This is an optimization exercise on Yosys and OpenROAD, whose aim is small area, not a production implementation. Only simulation tests tie the RTL to the original design; equivalence was not proved.

==> flow/design.v (excerpt) <==
module bm_noise_out #(
   parameter int DEPTH = 8,
   parameter int AW    = 3
) (
   input  logic          clk,
   input  logic          rst_n,
   input  logic          in_valid,
   output logic          in_ready,
   input  logic [16:0]   f,
   input  logic [15:0]   g0,
   input  logic [15:0]   g1,
   output logic          out_valid,
   input  logic          out_ready,
   output logic [15:0]   out_data,
   output logic          out_idx,
   output logic [AW:0]   fifo_level
);
Settings: LEC_CHECK=0, CAP_MARGIN=0, CORE_MARGIN=2, CORE_UTILIZATION=40, CTS_BUF_LIST=sky130_fd_sc_hd__clkbuf_4, SLEW_MARGIN=0; clock period 8.0 ns.
run.sh (not shown) runs the stock make flow with config.mk's settings and CLKGATE_MAP_FILE= SYNTH_SCRIPT=/design/flow/synth_recipe.tcl, a recipe that flattens the netlist after the stock synthesis.
==> next run, changes <==
CAP_MARGIN = 20   (was 0)
CORE_UTILIZATION = 60   (was 40)
CTS_BUF_LIST = sky130_fd_sc_hd__clkbuf_8   (was sky130_fd_sc_hd__clkbuf_4)
SLEW_MARGIN = 20   (was 0)
Effect: Global-route usage grows by 8.3 points; clock-buffer cell count shrinks by 87; worst setup slack gets worse by 17 ps; synthesized area does not change; register-to-register slack gets worse by 20 ps; final area shrinks slightly; maximum frequency stays flat; via count shrinks slightly.
==> next run, changes <==
CORE_UTILIZATION = 40   (was 60)
CTS_BUF_LIST = sky130_fd_sc_hd__clkbuf_16   (was sky130_fd_sc_hd__clkbuf_8)
CTS_CLUSTER_DIAMETER = 80   (was not set)
CTS_CLUSTER_SIZE = 24   (was not set)
Result:
- The changed run produced a clean layout
- maximum frequency grows by 1.2%
- wire length is higher by about 4%
- utilization shrinks by 24 points
- worst setup slack is better by 88 ps
- global-route usage is lower by 9.0 points
- via count drops by 1.9%
- final cell count came out higher by about 7%
- die area grows by about 50%
==> next run, changes <==
CTS_BUF_LIST = not set   (was sky130_fd_sc_hd__clkbuf_16)
CTS_CLUSTER_DIAMETER = not set   (was 80)
CTS_CLUSTER_SIZE = not set   (was 24)
After rerunning: The changed run completed without violations. Fmax stays flat. Count of clock-buffer cells in the layout increases by 34. Core utilization increases by 0.96 points. Die area is unchanged. Sequential cell count does not change. Sequential share of layout area decreases by 0.98 points. Wire length increases by 0.81%.
==> next run, changes <==
CTS_BUF_LIST = sky130_fd_sc_hd__clkbuf_8   (was not set)
CTS_CLUSTER_DIAMETER = 60   (was not set)
CTS_CLUSTER_SIZE = 18   (was not set)
Result: Setup slack is worse by 79 ps; final area shrinks by 2.3%.
==> next run, changes <==
==> flow/flow/run.sh (new file) <==
#!/bin/bash
# The standard layout (the standard.sh: standard synthesis, then ORFS
# floorplan to finish), with the port buffers made as the smallest buffer
# cell instead of the resizer's default pick.
set -euo pipefail
export BUFFER_PORTS_ARGS="-buffer_cell sky130_fd_sc_hd__buf_1"
bash standard.sh > standard.log 2>&1
==> flow/standard.sh (new file) <==
#!/bin/bash
# synth_recipe.tcl (not shown) runs the flow's synth.tcl, then flattens the netlist and writes it again
# the make line also repeats each setting of config.mk as NAME=value (left out here)
make -C /OpenROAD-flow-scripts/flow DESIGN_CONFIG=/design/flow/config.mk WORK_HOME=/design/flow/orfs CLKGATE_MAP_FILE= SYNTH_SCRIPT=/design/flow/synth_recipe.tcl "${@:-finish}"
removed: flow/run.sh
Sequential cell count stays the same.
Wire length decreases by 0.54%.
Cell area goes down by 1.5%.
Non-clock buffer count drops by 6.
Worst hold slack gets worse by 9.6 ps.
Area after synthesis is unchanged.
Register-to-register slack improved by 40 ps.
Clock-buffer cell count increases by 5.
Worst setup slack is better by 41 ps.
Global-route usage rises by 0.10 points.

## run 2
bm_noise_out, a different RTL version from the one above (not shown whole).
Size: about 1600 cells after synthesis, roughly 430 flip-flops, about 76 I/O pins.
Settings: LEC_CHECK=0, CAP_MARGIN=20, CORE_MARGIN=2, CORE_UTILIZATION=65, CTS_BUF_LIST=sky130_fd_sc_hd__clkbuf_8, CTS_CLUSTER_DIAMETER=100, CTS_CLUSTER_SIZE=18, SLEW_MARGIN=20, SYNTH_HIERARCHICAL=1, SYNTH_MINIMUM_KEEP_SIZE=0; clock period 8.0 ns.
standard.sh (not shown) runs the stock make flow with config.mk's settings and CLKGATE_MAP_FILE= SYNTH_SCRIPT=/design/flow/synth_recipe.tcl, a recipe that flattens the netlist after the stock synthesis.
==> flow/flow/run.sh <==
#!/bin/bash
# The standard layout (the standard.sh: standard synthesis, then ORFS
# floorplan to finish) with two placement/CTS choices changed:
#  - port buffers use the smallest buffer cell (every port still gets one);
#  - clock tree synthesis adds no dummy loads (same buffers and clustering
#    as config.mk asks for).
set -euo pipefail
export BUFFER_PORTS_ARGS="-buffer_cell sky130_fd_sc_hd__buf_1"
export CTS_ARGS="-sink_clustering_enable -repair_clock_nets -dont_use_dummy_load -buf_list sky130_fd_sc_hd__clkbuf_8 -sink_clustering_size 18 -sink_clustering_max_diameter 100"
bash standard.sh > standard.log 2>&1
## Diff of input files: run 3 against run 2
- CORE_UTILIZATION now 40, was 65
==> comparison <==
- Looking at beginning of the critical path, the level_reg[2]$_DFF_PN0_ result is from run 3; the slot_sel_reg[0]$_DFFE_PN1P_ one comes from run 2.
- Share of the core filled with cells in the final layout: run 3 < run 2
- Summary of the comparison: starting density of the core is lower in run 3, relative to run 2.

bm_noise_out again, from the RTL that the note above started with.
Settings: LEC_CHECK=0, CAP_MARGIN=20, CORE_MARGIN=2, CORE_UTILIZATION=75, CTS_BUF_LIST=sky130_fd_sc_hd__clkbuf_8, CTS_CLUSTER_DIAMETER=60, CTS_CLUSTER_SIZE=18, SLEW_MARGIN=20, SYNTH_HIERARCHICAL=1, SYNTH_MINIMUM_KEEP_SIZE=0; clock period 8.0 ns.
==> flow/flow/run.sh <==
#!/bin/bash
# The standard layout (the standard.sh: standard synthesis, then ORFS
# floorplan to finish) with two placement/CTS choices changed:
#  - port buffers use the smallest buffer cell (every port still gets one);
#  - clock tree synthesis adds no dummy loads (same buffers and clustering
#    as config.mk asks for).
set -euo pipefail
export BUFFER_PORTS_ARGS="-buffer_cell sky130_fd_sc_hd__buf_1"
export CTS_ARGS="-sink_clustering_enable -repair_clock_nets -dont_use_dummy_load -buf_list sky130_fd_sc_hd__clkbuf_8 -sink_clustering_size 18 -sink_clustering_max_diameter 60"
bash standard.sh > standard.log 2>&1
Then changed:
--- a/flow/config.mk
+++ b/flow/config.mk
@@ -9,3 +9,3 @@
 export CORE_MARGIN = 2
-export CORE_UTILIZATION = 75
+export CORE_UTILIZATION = 65
 export CTS_BUF_LIST = sky130_fd_sc_hd__clkbuf_8
Wire length decreases by about 0.8%.
Cell area stays flat.
Sequential share of layout area is about the same.
Non-clock buffer count drops by 11.
Clock skew drops by 0.051 ns.
Core utilization went down by 11 points.
Cell count came out higher by about 2.4%.
Via count went down by 2.4%.
Synthesized cell count does not change.
Then changed:
--- a/flow/config.mk
+++ b/flow/config.mk
@@ -9,3 +9,3 @@
 export CORE_MARGIN = 2
-export CORE_UTILIZATION = 65
+export CORE_UTILIZATION = 40
 export CTS_BUF_LIST = sky130_fd_sc_hd__clkbuf_8
What happened:
- The new run produced a clean layout
- sequential share of layout area goes down by 1.1 points
- via count goes down by 1.8%
- setup slack improved by 0.025 ns
- count of clock-buffer cells in the layout goes up by 1

## what the ideal ports hide
The results above use ideal ports. As a check the final layouts listed here were re-extracted and re-timed, cells and wires unchanged.
Step 1, drivers: a clkbuf_16 drives clk and a buf_2 each remaining input, both assumed.
Step 2 adds t to the input delays and takes it off the output delays; t is the mean of the earliest and latest rising clock arrival at the registers after step 1. Input paths then give back, and output paths get back, about the clock's delay inside the block.
Three values: ideal, step 1, step 2; two values: the first two.
run | t (ns) | slack for setup (ns) | worst setup path at the end | slew at the worst register clock pin (ns) | pins driven straight from the clock port
the first run of note 1 | 0.868 | 0.247 / 0.247 / 0.247 | register to register | 0.07 / 0.07 | 1
the second run of note 1 | 0.668 | 0.229 / 0.229 / 0.229 | register to register | 0.06 / 0.06 | 1
the third run of note 1 | 0.601 | 0.318 / 0.318 / 0.318 | register to register | 0.10 / 0.10 | 1
the fourth run of note 1 | 0.607 | 0.322 / 0.322 / 0.322 | register to register | 0.06 / 0.06 | 1
the fifth run of note 1 | 0.700 | 0.243 / 0.243 / 0.243 | register to register | 0.12 / 0.12 | 1
the sixth run of note 1 | 0.661 | 0.284 / 0.284 / 0.284 | register to register | 0.11 / 0.11 | 1
run 2 | 0.648 | 0.395 / 0.395 / 0.395 | register to register | 0.11 / 0.11 | 1
run 3 | 0.657 | 0.376 / 0.376 / 0.376 | register to register | 0.11 / 0.11 | 1
the first run of note 3 | 0.650 | 0.372 / 0.372 / 0.372 | register to register | 0.11 / 0.11 | 1
the second run of note 3 | 0.642 | 0.385 / 0.385 / 0.385 | register to register | 0.11 / 0.11 | 1
the third run of note 3 | 0.672 | 0.410 / 0.410 / 0.410 | register to register | 0.11 / 0.11 | 1
After both steps setup and hold are still met in every run listed.
